Context: an optimization exercise on an open-source flow, tuned for small area and a short achievable clock period. The choices shown serve that exercise and are no tape-out recipe.
The RTL was checked by simulation tests, not by an equivalence proof against the original design.

## flow/design.v (module list and top-level ports; edited modules follow where they fit)
// module sig_multiplier: 1551 lines
// module fa_cell: 4 lines
// module ha_cell: 4 lines
// module norm_round: 95 lines
// module exp_exc_pack: 70 lines
// module fp_mul_top: 46 lines
module fp_mul_top
(
  input  logic        clk,
  input  logic        reset,
  input  logic [2:0]  r_mode,  
  input  logic [31:0] fp_x,
  input  logic [31:0] fp_y,
  output logic [31:0] fp_z,
  output logic        ovrf,
  output logic        udrf
);
  // ...
==> flow/flow/run.sh <==
#!/bin/bash
# Layout flow: the standard flow (standard.sh) with these changes:
#  - synthesis maps the design's fa_cell/ha_cell modules straight to the
#    library's full/half adder cells before flattening (ORFS's synth.tcl with
#    one techmap added after its hierarchy check), and skips Yosys's
#    extract_fa, so the rest of the adders are left to abc;
#  - abc maps with flow/abc.script, when the version has one;
#  - the port buffers are buf_2 cells instead of the default delay buffers;
#  - make variables from flow/extra_vars.txt, when the version has one.
set -euo pipefail
here=$(pwd)

sed -e 's#^hierarchy -check -top \$::env(DESIGN_NAME)$#&\ntechmap -map '"$here"'/flow/adder_cells.v#' \
    -e 's#^  extract_fa {\*}\[dont_use_extract_fa_args\]$#  \# extract_fa skipped#' \
  "$FLOW_HOME/scripts/synth.tcl" > "$here/synth_adders.tcl"
grep -q adder_cells.v "$here/synth_adders.tcl"
grep -q "extract_fa skipped" "$here/synth_adders.tcl"
if [[ -f "$here/flow/abc.script" ]]; then
  sed -i 's#^  log_cmd abc {\*}\$abc_args$#  log_cmd abc {*}[lreplace $abc_args 1 1 '"$here"'/flow/abc.script]#' "$here/synth_adders.tcl"
  grep -q "flow/abc.script" "$here/synth_adders.tcl"
fi
sed 's#source \$::env(SCRIPTS_DIR)/synth.tcl#source '"$here"'/synth_adders.tcl#' \
  "$here/synth_recipe.tcl" > "$here/synth_recipe_adders.tcl"
grep -q synth_adders.tcl "$here/synth_recipe_adders.tcl"
# extra make variables, from flow/extra_vars.txt if present (one NAME=value per line)
extra=""
if [[ -f "$here/flow/extra_vars.txt" ]]; then
  extra=$(grep -E '^[A-Z_]+=[^ ]+$' "$here/flow/extra_vars.txt" | tr '\n' ' ')
fi
sed -e 's#SYNTH_SCRIPT=[^ ]*#SYNTH_SCRIPT='"$here"'/synth_recipe_adders.tcl#' \
    -e 's#"\${@:-finish}"#'"$extra"'"${@:-finish}"#' \
  "$here/standard.sh" > "$here/standard_adders.sh"
grep -q synth_recipe_adders.tcl "$here/standard_adders.sh"

port_buffer=sky130_fd_sc_hd__buf_2
export BUFFER_PORTS_ARGS="-buffer_cell $port_buffer"
bash "$here/standard_adders.sh" > "$here/flow.log" 2>&1
==> flow/flow/abc.script <==
strash
balance
rewrite
refactor
balance
rewrite
rewrite -z
balance
refactor -z
rewrite -z
balance
dch
map -B 0.9
topo
stime -c
buffer -c
upsize -c
dnsize -c
==> flow/flow/adder_cells.v <==
// maps the design's fa_cell and ha_cell modules to the library adder cells
module fa_cell (input a, input b, input ci, output s, output co);
  sky130_fd_sc_hd__fa_1 _TECHMAP_REPLACE_ (.A(a), .B(b), .CIN(ci), .SUM(s), .COUT(co));
endmodule

module ha_cell (input a, input b, output s, output co);
  sky130_fd_sc_hd__ha_1 _TECHMAP_REPLACE_ (.A(a), .B(b), .SUM(s), .COUT(co));
endmodule
==> flow/standard.sh <==
#!/bin/bash
# synth_recipe.tcl (not shown) runs the flow's synth.tcl, then flattens the netlist and writes it again
# the make line also repeats each setting of config.mk as NAME=value (left out here)
make -C /OpenROAD-flow-scripts/flow DESIGN_CONFIG=/design/flow/config.mk WORK_HOME=/design/flow/orfs CLKGATE_MAP_FILE= SYNTH_SCRIPT=/design/flow/synth_recipe.tcl "${@:-finish}"
==> flow/config.mk <==
export PLATFORM = sky130hd
export DESIGN_NAME = fp_mul_top
export DESIGN_NICKNAME = fp_mul_top
export VERILOG_FILES = /design/flow/design.v
export SDC_FILE = /design/flow/constraint.sdc
export NUM_CORES = 4
export LEC_CHECK = 0
export ABC_AREA = 1
export CAP_MARGIN = 20
export CORE_MARGIN = 2
export CORE_UTILIZATION = 40
export SETUP_SLACK_MARGIN = 5
export SLEW_MARGIN = 20
==> flow/constraint.sdc <==
create_clock -name core_clock -period 14.5 [get_ports {clk}]
set_input_delay 2.9000 -clock core_clock [delete_from_list [all_inputs] [get_ports {clk}]]
set_output_delay 2.9000 -clock core_clock [all_outputs]
set_load 0.01 [all_outputs]
==> impl_metrics.env, run 1 <==
export IMPL_synth_top_family_by_area="adder cells"
export IMPL_taps=525
export IMPL_clk_share=0.00969
export IMPL_cp_depth=29
export IMPL_seq_area_um2=681
export IMPL_overflow=0
export IMPL_cp_num_buf_inv=5
export IMPL_synth_most_common_cell="nand2_1"
export IMPL_n_fill_cell=4066
export IMPL_synth_compound_gate_area_share=0.155
export IMPL_synth_top_area_cell="fa_1"
export IMPL_die_area_mm2=0.0419
export IMPL_clk_path_buf_depth=2
export IMPL_tritoncts="yes"
export IMPL_postRouteAntennaNets=0
export IMPL_use_met3=0.0509
export IMPL_synth_area_mm2=0.0161
export IMPL_grt_total_usage=0.273
export IMPL_seq_area_frac=0.0387
export IMPL_outcome="complete, no violations"
export IMPL_synth_commonest_cells="483 x nand2_1, 279 x xor2_1, 256 x fa_1"
export IMPL_cts_sinks=34
export IMPL_crit_path_start_kind="input port"
export IMPL_most_common_layout_cells="470 x nand2_1, 277 x xor2_1, 256 x fa_1"
export IMPL_setup_viol=0
export IMPL_cp_slowest_stage_delay_ps=560
export IMPL_met1_usage=0.374
export IMPL_routed_wl_um=58000
export IMPL_seq_cells=34
export IMPL_synthSimpleGateAreaFrac=0.219
export IMPL_cp_required_ps=14710
export IMPL_synth_edff_count=0
export IMPL_rows=73
export IMPL_critPathMaxFanout=22
export IMPL_synthArstFlopShare=0
export IMPL_met1_length_um=24700
export IMPL_buffer_area_frac=0.0470
export IMPL_layout_commonest_cell="nand2_1"
export IMPL_end_kind="flip-flop"
export IMPL_design_area_mm2=0.0176
==> run 2: changes to the inputs <==
--- a/flow/config.mk
+++ b/flow/config.mk
@@ -9,5 +9,6 @@
 export CAP_MARGIN = 20
 export CORE_MARGIN = 2
-export CORE_UTILIZATION = 40
+export CORE_UTILIZATION = 55
+export PLACE_DENSITY = 0.7
 export SETUP_SLACK_MARGIN = 5
 export SLEW_MARGIN = 20
==> impl_metrics.env, run 2 <==
export IMPL_synthMuxAreaShare=0
export IMPL_cts_inserted_buffers=5
export IMPL_avgSynthCellArea_um2=7.34
export IMPL_arrival_ps=9420
export IMPL_grt_start_max_net_pins=27
export IMPL_ys_seq_area_frac=0.0422
export IMPL_routed_wl_um=56300
export IMPL_cts_sinks=34
export IMPL_slew_viol_final=0
export IMPL_cap_viol_max_count=0
export IMPL_cp_slowest_stage_delay_ps=530
export IMPL_crit_path_start_kind="input port"
export IMPL_grt_total_usage=0.358
export IMPL_seq_area_um2=681
export IMPL_syn_inst=2196
export IMPL_outcome="complete, no violations"
export IMPL_synth_commonest_cells="483 x nand2_1, 279 x xor2_1, 256 x fa_1"
export IMPL_synth_nets=2551
export IMPL_postRouteAntennaNets=0
export IMPL_synth_top_family_by_area="adder cells"
export IMPL_yosys_warnings=7
export IMPL_synth_top_area_frac=0.318
export IMPL_tritoncts="yes"
export IMPL_rows=62
export IMPL_start_util=0.560
export IMPL_coreArea_mm2=0.0288
export IMPL_min_path_cells=4
export IMPL_worst_slack_ps=5290
export IMPL_drive_gt1_frac=0.107
export IMPL_pre_cts_ws_ps=4690
export IMPL_hold_buffers=0
export IMPL_end_kind="flip-flop"
export IMPL_critPathMaxFanout=22
export IMPL_h_tree_depth=2
export IMPL_io_pins=103
export IMPL_critPathSlowestCell="fa_1"
export IMPL_reg_top3="exp_exc_pack_inst.fp_z x32, exp_exc_pack_inst.ovrf x1, exp_exc_pack_inst.udrf x1"
export IMPL_finalCritPeriodShare=0.635
export IMPL_die_area_mm2=0.0307
export IMPL_die_w_um=175
export IMPL_tightest_slew_ps=757
export IMPL_grt_first_pass_wirelength_um=85500
export IMPL_die_y_um=175
export IMPL_cp_required_ps=14710
export IMPL_critical_path_top_delay_family="adder cells"
export IMPL_max_freq_ghz=0.109
export IMPL_setup_viol=0
export IMPL_synthArstFlopShare=0
export IMPL_synth_seq_cells=34
export IMPL_drc=0
export IMPL_synth_cell_type_count=47
export IMPL_drt_pre_antenna_iters=5
export IMPL_crit_path_frequent_cell="nand2_1"
export IMPL_cp_num_buf_inv=7
export IMPL_min_from="fp_x[31]"
export IMPL_root_buffer="clkbuf_16"
export IMPL_largest_reg_flops=32
export IMPL_tns_ps=0
export IMPL_hold_class="input port to flip-flop"
export IMPL_synth_compound_gate_area_share=0.155
export IMPL_grt_antenna_before_repair=0
export IMPL_diodes=0
export IMPL_post_synth_xor_area_fraction=0.160
export IMPL_fin_crit_ps=9210
export IMPL_gp_congestion=0.911
export IMPL_avgRoutedWirePerCell_um=21.7
export IMPL_synthSimpleGateAreaFrac=0.219
export IMPL_layout_commonest_cell="nand2_1"
export IMPL_synth_area_mm2=0.0161
export IMPL_syn_to_final_growth_pct=7.21
export IMPL_vias=16200
export IMPL_top_register="exp_exc_pack_inst.fp_z"
export IMPL_synth_area_leaders="fa_1 32%, xor2_1 15%, nand2_1 11%"
export IMPL_grt_pass1_vias=15600
export IMPL_dp_hpwl_um=41300
export IMPL_synthFlopType="dfxtp_1"
export IMPL_slew_headroom=0.490
export IMPL_most_common_layout_cells="473 x nand2_1, 278 x xor2_1, 256 x fa_1"
export IMPL_drt_vias_per_instance=6.22
export IMPL_n_fill_cell=2686
export IMPL_overflow=0
export IMPL_clk_path_buf_depth=2
export IMPL_synth_top_area_cell="fa_1"
export IMPL_rsz0062_at_grt="no"
export IMPL_numPortBuffers=102
export IMPL_synthAdderAreaFrac=0.341
export IMPL_multi_input_area_mm2=0.0143
export IMPL_synth_most_common_cell="nand2_1"
export IMPL_finalNetCount=2568
export IMPL_holdPathEnd="exp_exc_pack_inst.fp_z[31]$_SDFF_PP0_"
export IMPL_clk_pin_slew_worst_paths_ps=60
export IMPL_finalHoldViolCount=0
export IMPL_synth_edff_count=0
export IMPL_drtIter0Drc=1861
export IMPL_setup_worst_path_class="input port to flip-flop"
## run 2: changes by cell type in the layout (fill, tap and decap cells not counted), moves of 2 or more
cell,change
diode_2,-2
inv_1,+2
o21ai_0,+3
o21ai_4,-2
clkinvlp_4,-6
buf_6,+4
buf_4,-3
buf_8,-2
nand2_4,-2
nand2_1,+3
## run 2: routing by layer
metal / track usage / vias to the layer above / routed length (µm)
li1: - / 7292 / -
met2: 0.540 / 1144 / 24200
met4: 0.136 / 0 / 2290
met3: 0.0868 / 145 / 7100
met1: 0.498 / 7582 / 22700
met5: 0 / - / 0
## run 2: worst min-delay path, cell delays in order
cell	delay [ps]
buf_2	80
xor2_1	150
nand2_1	90
nor2_1	40
## run 2: worst max path at each step
stage	endpoint	from	cells past startpoint	slack, ps
finish	exp_exc_pack_inst.fp_z[11]$_SDFF_PP0_	fp_x[1]	34	5290
floorplan	exp_exc_pack_inst.fp_z[18]$_SDFF_PP0_	fp_x[3]	29	5780
detailed placement	exp_exc_pack_inst.fp_z[11]$_SDFF_PP0_	fp_x[1]	31	4690
CTS	exp_exc_pack_inst.fp_z[11]$_SDFF_PP0_	fp_x[1]	31	4970
global placement	exp_exc_pack_inst.fp_z[10]$_SDFF_PP0_	fp_x[1]	31	4660
global route	exp_exc_pack_inst.fp_z[8]$_SDFF_PP0_	fp_x[1]	31	5000
## run 2: area by class of cell
type                    count  area share
multi-input cells        1819       0.826
well taps                 384      0.0278
repair inverters            6     0.00253
inverters                 211      0.0472
flip-flops and latches     34      0.0394
repair buffers            136      0.0475
clock inverters             1     0.00174
clock buffers               6     0.00804
## run 2: cells by family after synthesis
family	after synthesis
xor+xnor	294
simple gates	828
flops	34
buf+inv	344
other cells	1
compound gates	409
fa+ha+maj	286
## run 2: what timing repair did
item,in CTS,in global routing
pin swaps,0,2
buffers inserted,0,16
gates cloned,0,7
endpoints found under the setup margin,9,33
resized for setup,2,62
## run 2: stage by stage
step                 util  hold WS, ps  std cells  area, µm²
floorplan               -         3100       2196      16100
global placement    0.581         3290       2567      16700
detailed placement  0.581         3290       2567      16700
CTS                 0.587         3020       2574      16900
global route        0.600         3050       2597      17300
finish              0.600         3030       2597      17300
==> run 3: changes to the inputs <==
--- a/flow/flow/abc.script
+++ b/flow/flow/abc.script
@@ -11,5 +11,5 @@
 balance
 dch
-map -B 0.9
+map
 topo
 stime -c
--- a/flow/config.mk
+++ b/flow/config.mk
@@ -10,5 +10,4 @@
 export CORE_MARGIN = 2
 export CORE_UTILIZATION = 55
-export PLACE_DENSITY = 0.7
 export SETUP_SLACK_MARGIN = 5
 export SLEW_MARGIN = 20
==> impl_metrics.env, run 3 <==
export IMPL_outcome="complete, no violations"
export IMPL_dp_hpwl_um=42500
export IMPL_ys_seq_area_frac=0.0419
export IMPL_start_util=0.562
export IMPL_min_path_cells=4
export IMPL_hold_class="input port to flip-flop"
export IMPL_postRouteAntennaNets=0
export IMPL_synthArstFlopShare=0
export IMPL_rsz0062_at_grt="no"
export IMPL_finalNetCount=2408
export IMPL_synth_area_leaders="fa_1 32%, xor2_1 14%, o22ai_1 10%"
export IMPL_layout_commonest_cell="o22ai_1"
export IMPL_most_common_layout_cells="270 x o22ai_1, 262 x xor2_1, 256 x fa_1"
export IMPL_fin_cells=2438
export IMPL_crit_path_frequent_cell="fa_1"
export IMPL_min_from="fp_x[31]"
export IMPL_synth_edff_count=0
export IMPL_syn_inst=2057
export IMPL_tritoncts="yes"
export IMPL_diodes=0
export IMPL_drive_gt1_frac=0.125
export IMPL_tns_ps=0
export IMPL_cap_viol_max_count=0
export IMPL_gr_max_usage_layer="met2"
export IMPL_holdPathEnd="exp_exc_pack_inst.fp_z[31]$_SDFF_PP0_"
export IMPL_met1_usage=0.471
export IMPL_setup_viol=0
export IMPL_grt_total_usage=0.356
export IMPL_synth_seq_cells=34
export IMPL_worst_slack_ps=5330
export IMPL_slew_headroom=0.351
export IMPL_cts_inserted_buffers=5
export IMPL_overflow=0
export IMPL_synth_area_mm2=0.0163
export IMPL_drt_pre_antenna_iters=7
export IMPL_die_area_mm2=0.0309
export IMPL_max_freq_ghz=0.109
export IMPL_synth_top_family_by_area="adder cells"
export IMPL_avgRoutedWirePerCell_um=22.3
export IMPL_vias=15700
export IMPL_finalCritPeriodShare=0.633
export IMPL_gp_congestion=0.918
export IMPL_cts_sinks=34
export IMPL_critPathMaxFanout=25
export IMPL_synth_top_area_frac=0.315
export IMPL_largest_reg_flops=32
export IMPL_fin_crit_ps=9170
export IMPL_die_w_um=176
export IMPL_critPathSlowestCell="fa_1"
export IMPL_finalHoldViolCount=0
export IMPL_grt_met2_usage=0.592
export IMPL_syn_to_final_growth_pct=5.92
export IMPL_avgSynthCellArea_um2=7.90
export IMPL_tightest_slew_ps=973
export IMPL_synth_nets=2412
export IMPL_synthSimpleGateAreaFrac=0.183
export IMPL_post_synth_xor_area_fraction=0.157
export IMPL_synth_top_area_cell="fa_1"
export IMPL_use_met3=0.0641
export IMPL_synthMuxAreaShare=0
export IMPL_setup_worst_path_class="input port to flip-flop"
export IMPL_n_fill_cell=2694
export IMPL_numPortBuffers=102
export IMPL_placedCellCount=2419
export IMPL_cp_slowest_stage_delay_ps=560
export IMPL_rows=62
export IMPL_arrival_ps=9380
export IMPL_synth_most_common_cell="o22ai_1"
export IMPL_pre_cts_ws_ps=4530
export IMPL_root_buffer="clkbuf_16"
export IMPL_routed_wl_um=54400
export IMPL_holdWs_ps=2910
export IMPL_drt_vias_per_instance=6.43
export IMPL_top_register="exp_exc_pack_inst.fp_z"
export IMPL_synth_cell_type_count=70
export IMPL_drtIter0Drc=1238
export IMPL_finish_utilization=0.595
export IMPL_grt_antenna_before_repair=0
export IMPL_die_y_um=176
export IMPL_end_kind="flip-flop"
export IMPL_io_pins=103
export IMPL_synth_compound_gate_area_share=0.214
export IMPL_crit_path_start_kind="input port"
export IMPL_coreArea_mm2=0.0289
export IMPL_reg_top3="exp_exc_pack_inst.fp_z x32, exp_exc_pack_inst.ovrf x1, exp_exc_pack_inst.udrf x1"
export IMPL_clk_pin_slew_worst_paths_ps=50
export IMPL_synth_commonest_cells="271 x o22ai_1, 264 x xor2_1, 257 x nand2_1"
export IMPL_grt_pass1_vias=15600
export IMPL_synthAdderAreaFrac=0.338
export IMPL_h_tree_depth=2
export IMPL_clk_path_buf_depth=2
export IMPL_synthFlopType="dfxtp_1"
export IMPL_drc=0
export IMPL_grt_start_max_net_pins=41
export IMPL_slew_viol_final=0
export IMPL_yosys_warnings=7
export IMPL_cp_required_ps=14710
export IMPL_grt_first_pass_wirelength_um=85600
[run 3: cell count changes after synthesis, sizes merged, moves of 13 or more]
cell,previous run,this run
nand2,495,265
inv,209,129
nand3,129,66
a21oi,43,84
nor2,142,175
o211ai,2,29
nand4,17,39
and2,3,24
o22ai,253,274
o2111ai,1,21
o21ai,73,60
xor2,279,266
[run 3: worst max-delay path by stage]
stage                        from                                    end  slack [ps]  depth (start not counted)
final                     fp_x[3]   exp_exc_pack_inst.fp_z[6]$_SDFF_PP0_        5330                         26
after global routing      fp_x[3]  exp_exc_pack_inst.fp_z[14]$_SDFF_PP0_        4960                         27
after CTS                 fp_x[3]   exp_exc_pack_inst.fp_z[8]$_SDFF_PP0_        5020                         27
after detailed placement  fp_x[3]  exp_exc_pack_inst.fp_z[17]$_SDFF_PP0_        4530                         26
after global placement    fp_x[3]  exp_exc_pack_inst.fp_z[22]$_SDFF_PP0_        4670                         26
after floorplan           fp_x[9]   exp_exc_pack_inst.fp_z[8]$_SDFF_PP0_        5750                         26
[run 3: final cells by class]
class,count,area [µm²],area share
multi-input cells,1750,14700,0.851
repair buffers,133,762,0.0443
flip-flops and latches,34,681,0.0395
inverters,129,488,0.0283
well taps,384,480,0.0279
clock buffers,7,143,0.00829
clock inverters,1,5.00,0.000291
[run 3: cells by family after synthesis]
group           count (synthesis)
xor+xnor                      288
simple gates                  643
buf+inv                       274
flops                          34
other cells                     1
compound gates                531
fa+ha+maj                     286
[run 3: critical path: cells and delay by family]
family                     cells  cell delay (ps)
AOI/OAI and AO/OA              7             1500
xor gates and xnor gates       1              110
adders and majority gates      5             2470
buffers and inverters          3              520
and+or+nand+nor               10             1870
[run 3: timing repair]
item / 4_1_cts / 5_1_grt
pin swaps: 2 / 5
hold buffers: 0 / 0
gates resized for setup: 4 / 40
gates cloned: 1 / 0
endpoints found under the setup margin: 23 / 33
buffers inserted: 2 / 8
[run 3: layer usage]
metal	wire length [µm]	vias to the layer above
met2	25800	727
met5	0	-
li1	-	7162
met4	2030	0
met3	4380	125
met1	22200	7653
[run 3: stage by stage]
step	area [µm²]
5_1_grt	17200
2_1_floorplan	16300
6_report	17200
3_3_place_gp	16800
4_1_cts	17000
3_5_place_dp	16800
==> run 4: changes to the inputs <==
--- a/flow/flow/abc.script
+++ b/flow/flow/abc.script
@@ -10,6 +10,6 @@
 rewrite -z
 balance
-dch
-map
+dch -f
+map -B 0.9
 topo
 stime -c
==> impl_metrics.env, run 4 <==
export IMPL_setup_viol=0
export IMPL_crit_path_frequent_cell="fa_1"
export IMPL_crit_path_start_kind="input port"
export IMPL_fin_crit_ps=9180
export IMPL_die_y_um=177
export IMPL_slew_viol_final=0
export IMPL_top_register="exp_exc_pack_inst.fp_z"
export IMPL_avgSynthCellArea_um2=7.41
export IMPL_most_common_layout_cells="476 x nand2_1, 274 x xor2_1, 256 x fa_1"
export IMPL_hold_class="input port to flip-flop"
export IMPL_grt_total_usage=0.363
export IMPL_cts_inserted_buffers=5
export IMPL_finalCritPeriodShare=0.633
export IMPL_ys_seq_area_frac=0.0413
export IMPL_syn_inst=2225
export IMPL_synth_top_area_cell="fa_1"
export IMPL_setup_worst_path_class="input port to flip-flop"
export IMPL_synth_commonest_cells="485 x nand2_1, 274 x xor2_1, 256 x fa_1"
export IMPL_multi_input_area_mm2=0.0146
export IMPL_outcome="complete, no violations"
export IMPL_end_kind="flip-flop"
export IMPL_critPathSlowestCell="fa_1"
export IMPL_grt_start_max_net_pins=30
export IMPL_gp_congestion=0.966
export IMPL_largest_reg_flops=32
export IMPL_postPlaceCellArea_mm2=0.0170
export IMPL_postRouteAntennaNets=0
export IMPL_startpoint="fp_x[11]"
export IMPL_tns_ps=0
export IMPL_tritoncts="yes"
export IMPL_vias=16100
export IMPL_synth_nets=2580
export IMPL_yosys_warnings=7
export IMPL_synth_area_leaders="fa_1 31%, xor2_1 15%, nand2_1 11%"
export IMPL_reg_top3="exp_exc_pack_inst.fp_z x32, exp_exc_pack_inst.ovrf x1, exp_exc_pack_inst.udrf x1"
export IMPL_cap_viol_max_count=0
export IMPL_cp_slowest_stage_delay_ps=520
export IMPL_root_buffer="clkbuf_16"
export IMPL_finalHoldViolCount=0
export IMPL_drtIter0Drc=1454
export IMPL_clk_path_buf_depth=2
export IMPL_coreArea_mm2=0.0296
export IMPL_hold_buffers=0
export IMPL_grt_antenna_before_repair=3
export IMPL_synthArstFlopShare=0
export IMPL_synth_top_area_frac=0.311
export IMPL_synth_seq_cells=34
export IMPL_start_util=0.558
export IMPL_grt_pass1_vias=16200
export IMPL_die_area_mm2=0.0314
export IMPL_synth_top_family_by_area="adder cells"
export IMPL_min_from="fp_x[31]"
export IMPL_synthFlopType="dfxtp_1"
export IMPL_synth_cell_type_count=50
export IMPL_drc=0
export IMPL_seq_area_um2=681
export IMPL_grt_first_pass_wirelength_um=87700
export IMPL_arrival_ps=9390
export IMPL_synthMuxAreaShare=0
export IMPL_overflow=0
export IMPL_drt_pre_antenna_iters=6
export IMPL_design_area_mm2=0.0175
export IMPL_drive_gt1_frac=0.119
export IMPL_die_w_um=177
export IMPL_finalNetCount=2589
export IMPL_numPortBuffers=102
export IMPL_synth_most_common_cell="nand2_1"
export IMPL_post_synth_xor_area_fraction=0.161
export IMPL_h_tree_depth=2
export IMPL_synthAdderAreaFrac=0.334
export IMPL_tightest_slew_ps=1070
export IMPL_io_pins=103
export IMPL_layout_commonest_cell="nand2_1"
export IMPL_max_freq_ghz=0.109
export IMPL_synth_area_mm2=0.0165
export IMPL_clk_pin_slew_worst_paths_ps=50
export IMPL_dp_hpwl_um=43600
export IMPL_synthSimpleGateAreaFrac=0.231
export IMPL_critPathMaxFanout=12
export IMPL_slew_headroom=0.284
export IMPL_drt_vias_per_instance=6.14
export IMPL_avgRoutedWirePerCell_um=21.7
export IMPL_syn_to_final_growth_pct=6.41
export IMPL_rsz0062_at_grt="no"
export IMPL_synth_edff_count=0
export IMPL_cts_sinks=34
export IMPL_synth_compound_gate_area_share=0.153
export IMPL_routed_wl_um=57100
export IMPL_rows=63
export IMPL_cp_required_ps=14710
export IMPL_n_fill_cell=2841
==> run 4: cells by family after synthesis <==
logic type / Yosys count
AOI/OAI and AO/OA: 409
xor gates and xnor gates: 295
adders and majority gates: 286
buffers and inverters: 339
DFF: 34
other: 1
and+or+nand+nor: 861
==> run 4: metal layers <==
| metal | vias to the layer above | track usage | part of all wire |
|---|---|---|---|
| li1 | 7383 | - | - |
| met1 | 7736 | 0.490 | 0.41 |
| met2 | 861 | 0.589 | 0.45 |
| met3 | 154 | 0.0533 | 0.093 |
| met4 | 0 | 0.142 | 0.045 |
| met5 | - | 0 | 0 |
==> run 4: worst paths after layout <==
check | end | slack (ps) | cells after the start
min | exp_exc_pack_inst.fp_z[31]$_SDFF_PP0_ | 3030 | 4
max | exp_exc_pack_inst.fp_z[22]$_SDFF_PP0_ | 5320 | 30
==> run 4: area by class of cell <==
cell class,instances,area share
Timing Repair inverter,8,0.00328
Timing Repair Buffer,128,0.0437
Inverter,203,0.0449
Sequential cell,34,0.0388
Clock inverter,1,0.00171
Clock buffer,7,0.00756
Multi-Input combinational cell,1854,0.832
Antenna cell,3,0.000428
Tap cell,390,0.0278
==> run 4: stage by stage <==
step	std cells	util	setup slack, ps	hold WS, ps
floorplan	2225	-	5850	3100
global placement	2591	0.575	4420	3290
detailed placement	2591	0.575	4320	3290
CTS	2599	0.581	5000	3040
global route	2628	0.594	4980	3040
finish	2628	0.594	5320	3030
==> run 4: what timing repair did <==
action / 4_1_cts / 5_1_grt
endpoints found under the hold margin: 0 / 0
pin swaps: 0 / 3
setup endpoints to repair: 25 / 33
setup buffers: 0 / 16
gates resized for setup: 4 / 54
gates cloned: 0 / 10
==> run 4: critical path, delay by kind of cell <==
kind / cells / cell delay, ps
AO/OA/AOI/OAI: 3 / 550
buffers and inverters: 6 / 760
adder cells (fa/ha/maj): 5 / 2410
AND/OR/NAND/NOR: 15 / 2490
XOR/XNOR: 1 / 290
==> run 5: changes to the inputs <==
--- a/flow/flow/abc.script
+++ b/flow/flow/abc.script
@@ -10,5 +10,5 @@
 rewrite -z
 balance
-dch -f
+dch
 map -B 0.9
 topo
--- a/flow/config.mk
+++ b/flow/config.mk
@@ -10,4 +10,5 @@
 export CORE_MARGIN = 2
 export CORE_UTILIZATION = 55
+export GPL_ROUTABILITY_DRIVEN = 0
 export SETUP_SLACK_MARGIN = 5
 export SLEW_MARGIN = 20
==> impl_metrics.env, run 5 <==
export IMPL_grt_first_pass_wirelength_um=82900
export IMPL_slew_viol_final=0
export IMPL_start_util=0.560
export IMPL_vias=15700
export IMPL_root_buffer="clkbuf_16"
export IMPL_synth_area_leaders="fa_1 32%, xor2_1 15%, nand2_1 11%"
export IMPL_cap_viol_max_count=0
export IMPL_synth_cell_type_count=47
export IMPL_routed_wl_um=53500
export IMPL_max_freq_ghz=0.110
export IMPL_grt_antenna_before_repair=1
export IMPL_top_register="exp_exc_pack_inst.fp_z"
export IMPL_cp_num_buf_inv=5
export IMPL_overflow=0
export IMPL_hold_class="input port to flip-flop"
export IMPL_crit_path_start_kind="input port"
export IMPL_design_area_mm2=0.0171
export IMPL_finalNetCount=2554
export IMPL_synth_top_area_cell="fa_1"
export IMPL_h_tree_depth=2
export IMPL_synth_area_mm2=0.0161
export IMPL_drive_gt1_frac=0.101
export IMPL_setup_viol=0
export IMPL_coreArea_mm2=0.0288
export IMPL_diodes=0
export IMPL_cts_sinks=34
export IMPL_yosys_warnings=7
export IMPL_dp_hpwl_um=41900
export IMPL_grt_start_max_net_pins=27
export IMPL_outcome="complete, no violations"
export IMPL_ys_seq_area_frac=0.0422
export IMPL_synth_commonest_cells="483 x nand2_1, 279 x xor2_1, 256 x fa_1"
export IMPL_avgRoutedWirePerCell_um=20.7
export IMPL_numPortBuffers=102
export IMPL_postRouteAntennaNets=0
export IMPL_synth_nets=2551
export IMPL_avgSynthCellArea_um2=7.34
export IMPL_die_area_mm2=0.0307
export IMPL_tns_ps=0
export IMPL_drc=0
export IMPL_critical_path_top_delay_family="adder cells"
export IMPL_reg_top3="exp_exc_pack_inst.fp_z x32, exp_exc_pack_inst.ovrf x1, exp_exc_pack_inst.udrf x1"
export IMPL_drt_pre_antenna_iters=5
export IMPL_io_pins=103
export IMPL_postPlaceCellArea_mm2=0.0167
export IMPL_fin_crit_ps=9110
export IMPL_rows=62
export IMPL_finalHoldViolCount=0
export IMPL_syn_inst=2196
export IMPL_grt_total_usage=0.344
export IMPL_arrival_ps=9300
export IMPL_n_fill_cell=2766
export IMPL_synth_edff_count=0
export IMPL_most_common_layout_cells="472 x nand2_1, 277 x xor2_1, 256 x fa_1"
export IMPL_clk_pin_slew_worst_paths_ps=50
export IMPL_synthFlopType="dfxtp_1"
export IMPL_finalCritPeriodShare=0.628
export IMPL_tightest_slew_ps=707
export IMPL_synth_most_common_cell="nand2_1"
export IMPL_die_y_um=175
export IMPL_synth_top_area_frac=0.318
export IMPL_critPathMaxFanout=25
export IMPL_tritoncts="yes"
export IMPL_largest_reg_flops=32
export IMPL_synthArstFlopShare=0
export IMPL_rsz0062_at_grt="no"
export IMPL_clk_path_buf_depth=2
export IMPL_grt_pass1_vias=15100
export IMPL_die_w_um=175
export IMPL_cts_inserted_buffers=5
export IMPL_syn_to_final_growth_pct=6.01
export IMPL_critPathSlowestCell="fa_1"
export IMPL_drt_vias_per_instance=6.08
export IMPL_slew_headroom=0.528
export IMPL_cp_slowest_stage_delay_ps=600
export IMPL_cp_required_ps=14690
export IMPL_synth_seq_cells=34
export IMPL_drtIter0Drc=1561
export IMPL_end_kind="flip-flop"
export IMPL_setup_worst_path_class="input port to flip-flop"
export IMPL_layout_commonest_cell="nand2_1"
==> run 5: changes by cell type in the layout (fill, tap and decap cells not counted), sizes merged, moves of 4 or more <==
cell / before / now
nand3: 115 / 129
nand4: 24 / 17
nor2: 166 / 142
a21oi: 53 / 44
buf: 128 / 123
inv: 195 / 205
nand2: 511 / 495
clkinv: 1 / 5
clkinvlp: 15 / 8
nor3: 5 / 9
nand3b: 12 / 2
o21ai: 62 / 73
o211ai: 8 / 2
==> run 5: what timing repair did <==
| action | in CTS | in global routing |
|---|---|---|
| gates cloned | 0 | 6 |
| resized for setup | 2 | 51 |
| pin swaps | 1 | 1 |
| buffers inserted | 0 | 7 |
| hold buffers | 0 | 0 |
| setup endpoints to repair | 23 | 33 |
==> run 5: kinds of logic after synthesis <==
logic type                 share of synthesized area
AOI/OAI and AO/OA                              0.155
buffers and inverters                         0.0817
xor gates and xnor gates                       0.160
adders and majority gates                      0.341
and+or+nand+nor                                0.219
DFF                                           0.0422
other                                       0.000233
==> run 5: final cells by class <==
class,instances,area (µm²),area share
clock buffers,5,125,0.00732
repair buffers,123,704,0.0412
repair inverters,5,32.5,0.00190
clock inverters,2,10.0,0.000586
inverters,211,808,0.0473
multi-input cells,1819,14200,0.834
flip-flops and latches,34,681,0.0398
well taps,384,480,0.0281
==> run 5: path summary, 6_finish.rpt <==
path	start	endpoint	cells after the start
worst max-delay path	fp_x[5]	exp_exc_pack_inst.fp_z[1]$_SDFF_PP0_	27
worst min-delay path	fp_x[31]	exp_exc_pack_inst.fp_z[31]$_SDFF_PP0_	4
==> run 5: worst min-delay path, cell delays in order <==
cell and delay, ps:
buf_2 80, xor2_1 100, nand2_1 90, nor2_1 50
==> run 5: per-layer routing <==
metal,share of wire,vias up,track usage
met1,0.43,7483,0.487
met2,0.45,852,0.553
met3,0.090,90,0.0453
li1,-,7265,-
met4,0.030,2,0.0997
met5,0.00024,-,0
==> run 5: per-stage QoR <==
stage | hold slack [ps] | instances | setup WS [ps] | utilization
2_1_floorplan | 3100 | 2196 | 5780 | -
3_3_place_gp | 3290 | 2563 | 4750 | 0.580
3_5_place_dp | 3290 | 2563 | 4670 | 0.580
4_1_cts | 3010 | 2570 | 5010 | 0.585
5_1_grt | 3050 | 2583 | 4960 | 0.594
6_report | 3010 | 2583 | 5390 | 0.594
==> run 6: changes to the inputs <==
==> flow/flow/extra_vars.txt (new file) <==
SETUP_SLACK_MARGIN=5.2
--- a/flow/config.mk
+++ b/flow/config.mk
@@ -10,5 +10,4 @@
 export CORE_MARGIN = 2
 export CORE_UTILIZATION = 55
-export GPL_ROUTABILITY_DRIVEN = 0
 export SETUP_SLACK_MARGIN = 5
 export SLEW_MARGIN = 20
==> impl_metrics.env, run 6 <==
export IMPL_synthFlopType="dfxtp_1"
export IMPL_max_freq_ghz=0.111
export IMPL_routed_wl_um=54200
export IMPL_met1_usage=0.479
export IMPL_synth_area_mm2=0.0161
export IMPL_die_area_mm2=0.0307
export IMPL_crit_path_frequent_cell="nand2_1"
export IMPL_outcome="complete, no violations"
export IMPL_start_util=0.560
export IMPL_ys_seq_area_frac=0.0422
export IMPL_synth_seq_cells=34
export IMPL_gr_max_usage_layer="met2"
export IMPL_drt_vias_per_instance=6.08
export IMPL_cap_viol_max_count=0
export IMPL_io_pins=103
export IMPL_drive_gt1_frac=0.112
export IMPL_reg_top3="exp_exc_pack_inst.fp_z x32, exp_exc_pack_inst.ovrf x1, exp_exc_pack_inst.udrf x1"
export IMPL_setup_worst_path_class="input port to flip-flop"
export IMPL_drt_pre_antenna_iters=5
export IMPL_clk_path_buf_depth=2
export IMPL_diodes=0
export IMPL_cts_inserted_buffers=5
export IMPL_yosys_warnings=7
export IMPL_die_w_um=175
export IMPL_critPathMaxFanout=22
export IMPL_postRouteAntennaNets=0
export IMPL_crit_path_start_kind="input port"
export IMPL_synth_edff_count=0
export IMPL_dp_hpwl_um=42000
export IMPL_hold_class="input port to flip-flop"
export IMPL_gp_congestion=0.929
export IMPL_die_y_um=175
export IMPL_largest_reg_flops=32
export IMPL_use_met3=0.0618
export IMPL_finalHoldViolCount=0
export IMPL_fin_cells=2594
export IMPL_synth_nets=2551
export IMPL_placedCellCount=2563
export IMPL_clk_pin_slew_worst_paths_ps=50
export IMPL_end_kind="flip-flop"
export IMPL_syn_inst=2196
export IMPL_synth_top_area_frac=0.318
export IMPL_synthArstFlopShare=0
export IMPL_drc=0
export IMPL_tritoncts="yes"
export IMPL_fin_crit_ps=8990
export IMPL_grt_pass1_vias=15200
export IMPL_tns_ps=0
export IMPL_syn_to_final_growth_pct=7.53
export IMPL_postPlaceCellArea_mm2=0.0167
export IMPL_avgSynthCellArea_um2=7.34
export IMPL_cp_slowest_stage_delay_ps=530
export IMPL_synth_top_area_cell="fa_1"
export IMPL_grt_start_max_net_pins=27
export IMPL_coreArea_mm2=0.0288
export IMPL_overflow=0
export IMPL_grt_antenna_before_repair=0
export IMPL_grt_total_usage=0.345
export IMPL_finalNetCount=2564
export IMPL_finalCritPeriodShare=0.620
export IMPL_synth_area_leaders="fa_1 32%, xor2_1 15%, nand2_1 11%"
export IMPL_drtIter0Drc=1462
export IMPL_vias=15800
export IMPL_cts_sinks=34
export IMPL_cp_required_ps=14680
export IMPL_numPortBuffers=102
export IMPL_top_register="exp_exc_pack_inst.fp_z"
export IMPL_grt_first_pass_wirelength_um=83200
export IMPL_synth_commonest_cells="483 x nand2_1, 279 x xor2_1, 256 x fa_1"
export IMPL_avgRoutedWirePerCell_um=20.9
export IMPL_design_area_mm2=0.0173
export IMPL_h_tree_depth=2
export IMPL_arrival_ps=9180
export IMPL_slew_viol_final=0
export IMPL_slew_headroom=0.373
export IMPL_rows=62
export IMPL_hold_buffers=0
export IMPL_critPathSlowestCell="fa_1"
export IMPL_setup_viol=0
export IMPL_most_common_layout_cells="470 x nand2_1, 278 x xor2_1, 256 x fa_1"
export IMPL_tightest_slew_ps=940
export IMPL_layout_commonest_cell="nand2_1"
export IMPL_rsz0062_at_grt="no"
export IMPL_grt_met2_usage=0.545
export IMPL_synth_cell_type_count=47
export IMPL_root_buffer="clkbuf_16"
export IMPL_synth_most_common_cell="nand2_1"
run 6: final timing paths:
path	startpoint	end	slack, ps	cells after the start
setup / recovery	fp_x[21]	exp_exc_pack_inst.fp_z[16]$_SDFF_PP0_	5510	30
hold / removal	fp_x[31]	exp_exc_pack_inst.fp_z[31]$_SDFF_PP0_	3010	4
run 6: layer usage:
metal / wire length, µm / up-vias / share of wire
li1: - / 7290 / -
met1: 23000 / 7589 / 0.42
met2: 24300 / 786 / 0.45
met3: 5050 / 116 / 0.093
met4: 1930 / 0 / 0.036
met5: 0 / - / 0
run 6: through the flow:
stage,setup slack (ps),hold WS (ps),utilization
2_1_floorplan,5780,3100,-
3_3_place_gp,4650,3290,0.580
3_5_place_dp,4510,3290,0.580
4_1_cts,5220,3010,0.587
5_1_grt,5160,3020,0.602
6_report,5510,3010,0.602
run 6: area by class of cell:
class                   count  area (µm²)
multi-input cells        1819       14400
repair buffers            128         773
inverters                 211         818
fillers                  2728       11500
clock buffers               7         143
well taps                 384         480
repair inverters           10        68.8
flip-flops and latches     34         681
clock inverters             1        5.00
run 6: cells by family after synthesis:
family                     synth area share
DFF                                  0.0422
adders and majority gates             0.341
other                              0.000233
buffers and inverters                0.0817
xor gates and xnor gates              0.160
and+or+nand+nor                       0.219
AOI/OAI and AO/OA                     0.155
run 6: repair_timing:
action / 4_1_cts / 5_1_grt
pin swaps: 1 / 5
resized for setup: 22 / 84
hold endpoints to repair: 0 / 0
setup buffers: 0 / 12
cloned: 1 / 10
setup endpoints to repair: 33 / 33
run 6: worst max-delay path, delay by kind of cell:
family,cells,cell delay (ps)
xor gates and xnor gates,1,290
and+or+nand+nor,14,1780
AOI/OAI and AO/OA,4,860
adders and majority gates,5,2240
buffers and inverters,6,1080
==> run 7: changes to the inputs <==
removed: flow/flow/extra_vars.txt
==> impl_metrics.env, run 7 <==
export IMPL_setup_worst_path_class="input port to flip-flop"
export IMPL_critPathMaxFanout=22
export IMPL_grt_pass1_vias=15200
export IMPL_die_area_mm2=0.0307
export IMPL_avgSynthCellArea_um2=7.34
export IMPL_syn_inst=2196
export IMPL_numPortBuffers=102
export IMPL_synth_area_mm2=0.0161
export IMPL_synth_seq_cells=34
export IMPL_routed_wl_um=53600
export IMPL_hold_buffers=0
export IMPL_gp_congestion=0.929
export IMPL_grt_antenna_before_repair=0
export IMPL_reg_top3="exp_exc_pack_inst.fp_z x32, exp_exc_pack_inst.ovrf x1, exp_exc_pack_inst.udrf x1"
export IMPL_clk_pin_slew_worst_paths_ps=50
export IMPL_overflow=0
export IMPL_synthFlopType="dfxtp_1"
export IMPL_die_w_um=175
export IMPL_synth_area_leaders="fa_1 32%, xor2_1 15%, nand2_1 11%"
export IMPL_synth_top_area_cell="fa_1"
export IMPL_root_buffer="clkbuf_16"
export IMPL_grt_start_max_net_pins=27
export IMPL_cap_viol_max_count=0
export IMPL_drt_pre_antenna_iters=6
export IMPL_tns_ps=0
export IMPL_diodes=0
export IMPL_io_pins=103
export IMPL_syn_to_final_growth_pct=6.30
export IMPL_end_kind="flip-flop"
export IMPL_fin_cells=2587
export IMPL_largest_reg_flops=32
export IMPL_drtIter0Drc=1355
export IMPL_max_freq_ghz=0.110
export IMPL_top_register="exp_exc_pack_inst.fp_z"
export IMPL_synth_nets=2551
export IMPL_grt_first_pass_wirelength_um=83100
export IMPL_dp_hpwl_um=42000
export IMPL_cts_inserted_buffers=5
export IMPL_fin_crit_ps=9100
export IMPL_slew_viol_final=0
export IMPL_grt_total_usage=0.345
export IMPL_rsz0062_at_grt="no"
export IMPL_cts_sinks=34
export IMPL_tightest_slew_ps=951
export IMPL_cp_endpoint="exp_exc_pack_inst.fp_z[17]$_SDFF_PP0_"
export IMPL_start_util=0.560
export IMPL_vias=15600
export IMPL_h_tree_depth=2
export IMPL_avgRoutedWirePerCell_um=20.7
export IMPL_slew_headroom=0.365
export IMPL_drt_vias_per_instance=6.04
export IMPL_crit_path_start_kind="input port"
export IMPL_rows=62
export IMPL_finalCritPeriodShare=0.627
export IMPL_synthArstFlopShare=0
export IMPL_arrival_ps=9230
export IMPL_coreArea_mm2=0.0288
export IMPL_startpoint="fp_x[5]"
export IMPL_synth_commonest_cells="483 x nand2_1, 279 x xor2_1, 256 x fa_1"
export IMPL_layout_commonest_cell="nand2_1"
export IMPL_finalHoldViolCount=0
export IMPL_yosys_warnings=7
export IMPL_synth_most_common_cell="nand2_1"
export IMPL_synth_cell_type_count=47
export IMPL_cp_required_ps=14630
export IMPL_outcome="complete, no violations"
export IMPL_hold_class="input port to flip-flop"
export IMPL_tritoncts="yes"
export IMPL_clk_path_buf_depth=2
export IMPL_drive_gt1_frac=0.104
export IMPL_most_common_layout_cells="470 x nand2_1, 279 x xor2_1, 256 x fa_1"
export IMPL_finalNetCount=2557
export IMPL_die_y_um=175
export IMPL_setup_viol=0
export IMPL_synth_edff_count=0
export IMPL_postRouteAntennaNets=0
export IMPL_n_fill_cell=2751
export IMPL_ys_seq_area_frac=0.0422
export IMPL_placedCellCount=2563
export IMPL_synth_top_area_frac=0.318
export IMPL_drc=0
[run 7: worst min-delay path by stage]
stage | start | end | slack [ps] | cells after the start
after floorplan | fp_x[31] | exp_exc_pack_inst.fp_z[31]$_SDFF_PP0_ | 3100 | 3
after global placement | fp_x[31] | exp_exc_pack_inst.fp_z[31]$_SDFF_PP0_ | 3290 | 4
after detailed placement | fp_x[31] | exp_exc_pack_inst.fp_z[31]$_SDFF_PP0_ | 3290 | 4
after CTS | fp_x[31] | exp_exc_pack_inst.fp_z[31]$_SDFF_PP0_ | 3010 | 4
after global routing | fp_x[31] | exp_exc_pack_inst.fp_z[31]$_SDFF_PP0_ | 3020 | 4
final | fp_x[31] | exp_exc_pack_inst.fp_z[31]$_SDFF_PP0_ | 3010 | 4
[run 7: metrics by stage]
step / utilization / setup WS, ps / hold slack, ps / instance area, µm²
detailed placement: 0.580 / 4510 / 3290 / 16700
global route: 0.595 / 5000 / 3020 / 17100
finish: 0.595 / 5400 / 3010 / 17100
floorplan: - / 5780 / 3100 / 16100
global placement: 0.580 / 4650 / 3290 / 16700
CTS: 0.586 / 5000 / 3010 / 16900
[run 7: logic make-up after synthesis]
| logic type | after synthesis | synth area share |
|---|---|---|
| xor+xnor | 294 | 0.160 |
| fa+ha+maj | 286 | 0.341 |
| other cells | 1 | 0.000233 |
| compound gates | 409 | 0.155 |
| flops | 34 | 0.0422 |
| buf+inv | 344 | 0.0817 |
| simple gates | 828 | 0.219 |
[run 7: layout make-up]
cell class	instances	area, µm²	area share
Clock buffer	7	143	0.00833
Timing Repair inverter	6	42.5	0.00248
Tap cell	384	480	0.0280
Multi-Input combinational cell	1819	14300	0.832
Inverter	211	805	0.0470
Clock inverter	1	5.00	0.000292
Sequential cell	34	681	0.0397
Timing Repair Buffer	125	723	0.0422
[run 7: layer usage]
layer | vias up | routed length [µm] | track usage
met4 | 0 | 1930 | 0.120
met1 | 7498 | 22800 | 0.479
met5 | - | 0 | 0
met2 | 758 | 23900 | 0.545
met3 | 104 | 4930 | 0.0618
li1 | 7266 | - | -
[run 7: repair_timing]
item | 4_1_cts | 5_1_grt
pin swaps | 1 | 3
setup buffers | 0 | 9
endpoints found under the setup margin | 23 | 33
gates resized for setup | 4 | 63
cloned | 1 | 6
[run 7: critical path, stage by stage]
cell and delay, ps:
buf_2 250, nand2_1 170, o21ai_2 330, clkinvlp_4 140, buf_4 200, o22ai_1 220
fa_1 480, fa_1 540, fa_1 410, fa_1 540, fa_1 460, or2_1 260
nand3_1 110, nand2_1 120, nor2_1 140, nand2_1 130, nor3_2 180, nand2_1 170
nor2_4 170, nand4_1 150, nor2_1 160, inv_1 60, nand3_1 130, nand3_2 180
nand3_1 200, clkinv_4 190, nand3_1 130, a21oi_1 80
==> run 8: changes to the inputs <==
--- a/flow/flow/run.sh
+++ b/flow/flow/run.sh
@@ -33,5 +33,5 @@
 grep -q synth_recipe_adders.tcl "$here/standard_adders.sh"
 
-port_buffer=sky130_fd_sc_hd__buf_2
+port_buffer=sky130_fd_sc_hd__buf_1
 export BUFFER_PORTS_ARGS="-buffer_cell $port_buffer"
 bash "$here/standard_adders.sh" > "$here/flow.log" 2>&1
==> impl_metrics.env, run 8 <==
export IMPL_n_fill_cell=2770
export IMPL_tns_ps=0
export IMPL_hold_class="input port to flip-flop"
export IMPL_overflow=0
export IMPL_synth_top_area_frac=0.318
export IMPL_coreArea_mm2=0.0288
export IMPL_dp_hpwl_um=42000
export IMPL_grt_first_pass_wirelength_um=83000
export IMPL_outcome="complete, no violations"
export IMPL_synth_nets=2551
export IMPL_synth_cell_type_count=47
export IMPL_finalNetCount=2584
export IMPL_arrival_ps=9410
export IMPL_slew_viol_final=0
export IMPL_crit_path_start_kind="input port"
export IMPL_fin_crit_ps=9220
export IMPL_synthFlopType="dfxtp_1"
export IMPL_slew_headroom=0.537
export IMPL_synth_area_mm2=0.0161
export IMPL_cap_viol_max_count=0
export IMPL_cp_slowest_stage_delay_ps=600
export IMPL_setup_worst_path_class="input port to flip-flop"
export IMPL_synth_top_area_cell="fa_1"
export IMPL_finalHoldViolCount=0
export IMPL_synth_most_common_cell="nand2_1"
export IMPL_critical_path_top_delay_family="simple AND/OR/NAND/NOR gates"
export IMPL_critPathSlowestCell="clkinvlp_2"
export IMPL_finalCritPeriodShare=0.636
export IMPL_end_kind="flip-flop"
export IMPL_yosys_warnings=7
export IMPL_clk_pin_slew_worst_paths_ps=50
export IMPL_postPlaceCellArea_mm2=0.0167
export IMPL_reg_top3="exp_exc_pack_inst.fp_z x32, exp_exc_pack_inst.ovrf x1, exp_exc_pack_inst.udrf x1"
export IMPL_drive_gt1_frac=0.0758
export IMPL_ys_seq_area_frac=0.0422
export IMPL_met1_length_um=23500
export IMPL_grt_total_usage=0.343
export IMPL_start_util=0.560
export IMPL_grt_pass1_vias=14900
export IMPL_diodes=0
export IMPL_synth_commonest_cells="483 x nand2_1, 279 x xor2_1, 256 x fa_1"
export IMPL_worst_slack_ps=5280
export IMPL_synth_seq_cells=34
export IMPL_highest_signal_layer="met4"
export IMPL_largest_reg_flops=32
export IMPL_synth_edff_count=0
export IMPL_routed_wl_um=54100
export IMPL_drt_pre_antenna_iters=5
export IMPL_tightest_slew_ps=687
export IMPL_cts_inserted_buffers=5
export IMPL_tritoncts="yes"
export IMPL_grt_start_max_net_pins=27
export IMPL_pre_cts_ws_ps=4510
export IMPL_drc=0
export IMPL_design_area_mm2=0.0173
export IMPL_syn_inst=2196
export IMPL_clk_path_buf_depth=2
export IMPL_die_y_um=175
export IMPL_wl_met3_um=4620
export IMPL_die_w_um=175
export IMPL_layout_commonest_cell="nand2_1"
export IMPL_dr_wl_met2_um=24700
export IMPL_rows=62
export IMPL_numPortBuffers=102
export IMPL_io_pins=103
export IMPL_hold_buffers=0
export IMPL_grt_antenna_before_repair=0
export IMPL_avgRoutedWirePerCell_um=20.7
export IMPL_synth_area_leaders="fa_1 32%, xor2_1 15%, nand2_1 11%"
export IMPL_setup_viol=0
export IMPL_vias=15800
export IMPL_die_area_mm2=0.0307
export IMPL_drt_vias_per_instance=6.05
export IMPL_syn_to_final_growth_pct=7.26
export IMPL_critPathMaxFanout=11
export IMPL_most_common_layout_cells="472 x nand2_1, 279 x xor2_1, 256 x fa_1"
export IMPL_synthArstFlopShare=0
export IMPL_cp_num_buf_inv=4
export IMPL_gp_congestion=0.935
export IMPL_postRouteAntennaNets=0
export IMPL_drtIter0Drc=1423
export IMPL_avgSynthCellArea_um2=7.34
export IMPL_rsz0062_at_grt="no"
export IMPL_root_buffer="clkbuf_16"
export IMPL_cts_sinks=34
export IMPL_holdWs_ps=3010
export IMPL_top_register="exp_exc_pack_inst.fp_z"
export IMPL_max_freq_ghz=0.108
export IMPL_cp_required_ps=14690
export IMPL_crit_path_frequent_cell="nand2_1"
export IMPL_h_tree_depth=2
run 8: cell counts after synthesis:
Identical to the previous run, type by type.
run 8: logic make-up after synthesis:
kind of cell / Yosys count / share of synthesized area
AO/OA/AOI/OAI: 409 / 0.155
adder cells (fa/ha/maj): 286 / 0.341
flip-flops: 34 / 0.0422
buffers and inverters: 344 / 0.0817
XOR/XNOR: 294 / 0.160
AND/OR/NAND/NOR: 828 / 0.219
other: 1 / 0.000233
run 8: worst paths after layout:
path,start,endpoint,cells past startpoint
setup / recovery,fp_x[21],exp_exc_pack_inst.fp_z[5]$_SDFF_PP0_,27
hold / removal,fp_x[31],exp_exc_pack_inst.fp_z[31]$_SDFF_PP0_,4
run 8: final cells by class:
class	instances	area [µm²]	area share
repair inverters	10	63.8	0.00369
multi-input cells	1819	14300	0.826
flip-flops and latches	34	681	0.0394
well taps	384	480	0.0278
repair buffers	148	796	0.0460
inverters	211	812	0.0470
clock inverters	2	37.5	0.00217
clock buffers	6	129	0.00746
run 8: layer usage:
metal	up-vias	GRT usage
met4	0	0.0760
li1	7335	-
met5	-	0
met3	83	0.0389
met1	7575	0.494
met2	824	0.558
run 8: tightest hold or removal path, delay by kind of cell:
family / cells / cell delay (ps)
AND/OR/NAND/NOR: 2 / 150
buffers and inverters: 1 / 80
XOR/XNOR: 1 / 110
run 8: metrics by stage:
| stage | util | std cells |
|---|---|---|
| after detailed placement | 0.581 | 2584 |
| after floorplan | - | 2196 |
| after global routing | 0.601 | 2614 |
| after CTS | 0.587 | 2593 |
| final | 0.601 | 2614 |
| after global placement | 0.581 | 2584 |
run 8: timing repair:
action	CTS	global route
cloned	1	10
resized for setup	6	82
endpoints found under the hold margin	0	0
pin swaps	1	3
endpoints found under the setup margin	33	33
setup buffers	0	11
==> run 9: changes to the inputs <==
--- a/flow/flow/run.sh
+++ b/flow/flow/run.sh
@@ -33,5 +33,5 @@
 grep -q synth_recipe_adders.tcl "$here/standard_adders.sh"
 
-port_buffer=sky130_fd_sc_hd__buf_1
+port_buffer=sky130_fd_sc_hd__buf_2
 export BUFFER_PORTS_ARGS="-buffer_cell $port_buffer"
 bash "$here/standard_adders.sh" > "$here/flow.log" 2>&1
--- a/flow/config.mk
+++ b/flow/config.mk
@@ -10,4 +10,4 @@
 export CORE_MARGIN = 2
 export CORE_UTILIZATION = 55
-export SETUP_SLACK_MARGIN = 5
+export SETUP_SLACK_MARGIN = 4.9
 export SLEW_MARGIN = 20
==> impl_metrics.env, run 9 <==
export IMPL_die_y_um=175
export IMPL_rows=62
export IMPL_finalHoldViolCount=0
export IMPL_tightest_slew_ps=958
export IMPL_synth_edff_count=0
export IMPL_startpoint="fp_x[5]"
export IMPL_ys_seq_area_frac=0.0422
export IMPL_crit_path_frequent_cell="nand2_1"
export IMPL_slew_headroom=0.360
export IMPL_cp_slowest_stage_delay_ps=540
export IMPL_grt_pass1_vias=15200
export IMPL_grt_total_usage=0.345
export IMPL_min_from="fp_x[31]"
export IMPL_io_pins=103
export IMPL_reg_top3="exp_exc_pack_inst.fp_z x32, exp_exc_pack_inst.ovrf x1, exp_exc_pack_inst.udrf x1"
export IMPL_avgRoutedWirePerCell_um=20.6
export IMPL_cts_inserted_buffers=5
export IMPL_critPathSlowestCell="fa_1"
export IMPL_tritoncts="yes"
export IMPL_cap_viol_max_count=0
export IMPL_die_w_um=175
export IMPL_hold_buffers=0
export IMPL_finalCritPeriodShare=0.632
export IMPL_synth_cell_type_count=47
export IMPL_synth_nets=2551
export IMPL_synth_top_area_cell="fa_1"
export IMPL_coreArea_mm2=0.0288
export IMPL_setup_viol=0
export IMPL_rsz0062_at_grt="yes"
export IMPL_n_fill_cell=2759
export IMPL_syn_inst=2196
export IMPL_avgSynthCellArea_um2=7.34
export IMPL_grt_first_pass_wirelength_um=83100
export IMPL_clk_path_buf_depth=2
export IMPL_cts_sinks=34
export IMPL_max_freq_ghz=0.109
export IMPL_synthArstFlopShare=0
export IMPL_routed_wl_um=53100
export IMPL_grt_antenna_before_repair=0
export IMPL_dp_hpwl_um=42000
export IMPL_top_register="exp_exc_pack_inst.fp_z"
export IMPL_fin_crit_ps=9170
export IMPL_outcome="complete, no violations"
export IMPL_largest_reg_flops=32
export IMPL_grt_start_max_net_pins=27
export IMPL_synthFlopType="dfxtp_1"
export IMPL_diodes=0
export IMPL_cp_required_ps=14680
export IMPL_start_util=0.560
export IMPL_setup_worst_path_class="input port to flip-flop"
export IMPL_numPortBuffers=102
export IMPL_drc=0
export IMPL_most_common_layout_cells="471 x nand2_1, 279 x xor2_1, 256 x fa_1"
export IMPL_crit_path_start_kind="input port"
export IMPL_clk_pin_slew_worst_paths_ps=50
export IMPL_synth_area_mm2=0.0161
export IMPL_drt_pre_antenna_iters=6
export IMPL_gp_congestion=0.929
export IMPL_overflow=0
export IMPL_tns_ps=0
export IMPL_min_path_cells=4
export IMPL_critPathMaxFanout=25
export IMPL_slew_viol_final=0
export IMPL_drtIter0Drc=1375
export IMPL_synth_commonest_cells="483 x nand2_1, 279 x xor2_1, 256 x fa_1"
export IMPL_synth_top_area_frac=0.318
export IMPL_drt_vias_per_instance=6.05
export IMPL_finalNetCount=2550
export IMPL_hold_class="input port to flip-flop"
export IMPL_synth_area_leaders="fa_1 32%, xor2_1 15%, nand2_1 11%"
export IMPL_drive_gt1_frac=0.0984
export IMPL_yosys_warnings=7
export IMPL_synth_most_common_cell="nand2_1"
export IMPL_end_kind="flip-flop"
export IMPL_arrival_ps=9350
export IMPL_holdWs_ps=3000
export IMPL_postRouteAntennaNets=0
export IMPL_layout_commonest_cell="nand2_1"
export IMPL_syn_to_final_growth_pct=5.68
export IMPL_synth_seq_cells=34
export IMPL_vias=15600
export IMPL_root_buffer="clkbuf_16"
export IMPL_h_tree_depth=2
export IMPL_die_area_mm2=0.0307
run 9: cell counts after synthesis:
Identical to the previous run, type by type.
run 9: through the flow:
stage	utilization	area, µm²	std cells	worst slack, ps
5_1_grt	0.592	17000	2580	4880
2_1_floorplan	-	16100	2196	5780
6_report	0.592	17000	2580	5330
4_1_cts	0.586	16900	2572	4940
3_3_place_gp	0.580	16700	2563	4650
3_5_place_dp	0.580	16700	2563	4510
run 9: kinds of logic (layout without fill, tap and decap cells):
kind of cell / after synthesis / after routing / share of synthesized area
xor+xnor: 294 / 294 / 0.160
simple gates: 828 / 828 / 0.219
fa+ha+maj: 286 / 286 / 0.341
buf+inv: 344 / 343 / 0.0817
other cells: 1 / 1 / 0.000233
flops: 34 / 34 / 0.0422
compound gates: 409 / 410 / 0.155
run 9: area by class of cell:
cell class | instances | area, µm² | share of cell area
Clock buffer | 7 | 143 | 0.00837
Timing Repair Buffer | 121 | 669 | 0.0393
Timing Repair inverter | 3 | 20.0 | 0.00118
Clock inverter | 1 | 5.00 | 0.000294
Multi-Input combinational cell | 1819 | 14200 | 0.835
Tap cell | 384 | 480 | 0.0282
Sequential cell | 34 | 681 | 0.0400
Inverter | 211 | 805 | 0.0472
run 9: final timing paths:
check                                                to  slack, ps
setup / recovery  exp_exc_pack_inst.fp_z[16]$_SDFF_PP0_       5330
hold / removal    exp_exc_pack_inst.fp_z[31]$_SDFF_PP0_       3000
run 9: worst max-delay path, delay by kind of cell:
kind / cells / cell delay [ps]
compound gates: 7 / 1570
simple gates: 12 / 1480
buf+inv: 5 / 1020
fa+ha+maj: 5 / 2360
run 9: what timing repair did:
| action | CTS | global route |
|---|---|---|
| setup endpoints to repair | 23 | 33 |
| buffers inserted | 0 | 5 |
| cloned | 1 | 3 |
| gates resized for setup | 2 | 46 |
| pin swaps | 1 | 2 |
run 9: metal layers:
layer | vias up | share of wire | GRT usage
met1 | 7469 | 0.43 | 0.479
met3 | 111 | 0.091 | 0.0618
li1 | 7254 | - | -
met5 | - | 0 | 0
met4 | 0 | 0.036 | 0.120
met2 | 763 | 0.44 | 0.545

static timing again, ports no longer ideal:
Ports are ideal in the flow. The routed layouts listed here were re-timed in OpenROAD. Step 1 assumes that a clkbuf_16 drives the clock port and a buf_2 every other input. Step 2 moves the port delays by t, midway between the first and last clock arrival at a register: inputs arrive t later, outputs are due t later. That takes back most of the time a late clock gives input paths. Slacks: no drivers / after step 1 / after step 2; pairs: no drivers / after step 1.
run	t, ns	setup WS [ns]	hold WS [ns]	worst setup path at the end	worst data-port slew with drivers (ns)
run 1	0.325	5.321 / 5.306 / 4.981	3.022 / 3.002 / 3.312	input to register	0.07
run 2	0.324	5.292 / 5.310 / 4.986	3.027 / 3.014 / 3.314	input to register	0.06
run 3	0.321	5.327 / 5.345 / 5.024	2.913 / 2.897 / 3.218	input to register	0.04
run 4	0.317	5.317 / 5.329 / 5.012	3.025 / 3.014 / 3.311	input to register	0.08
run 5	0.304	5.390 / 5.401 / 5.097	3.006 / 2.995 / 3.299	input to register	0.07
run 6	0.301	5.508 / 5.521 / 5.220	3.009 / 2.998 / 3.300	input to register	0.07
run 7	0.302	5.401 / 5.406 / 5.104	3.005 / 2.995 / 3.297	input to register	0.07
run 8	0.314	5.278 / 5.289 / 4.975	3.009 / 2.997 / 3.301	input to register	0.04
run 9	0.301	5.332 / 5.336 / 5.035	3.004 / 2.993 / 3.294	input to register	0.06
After both steps setup and hold are still met in every run listed. For run 1, which loses most, drivers alone change the setup slack by -0.015 ns; drivers and shift together by -0.340 ns.
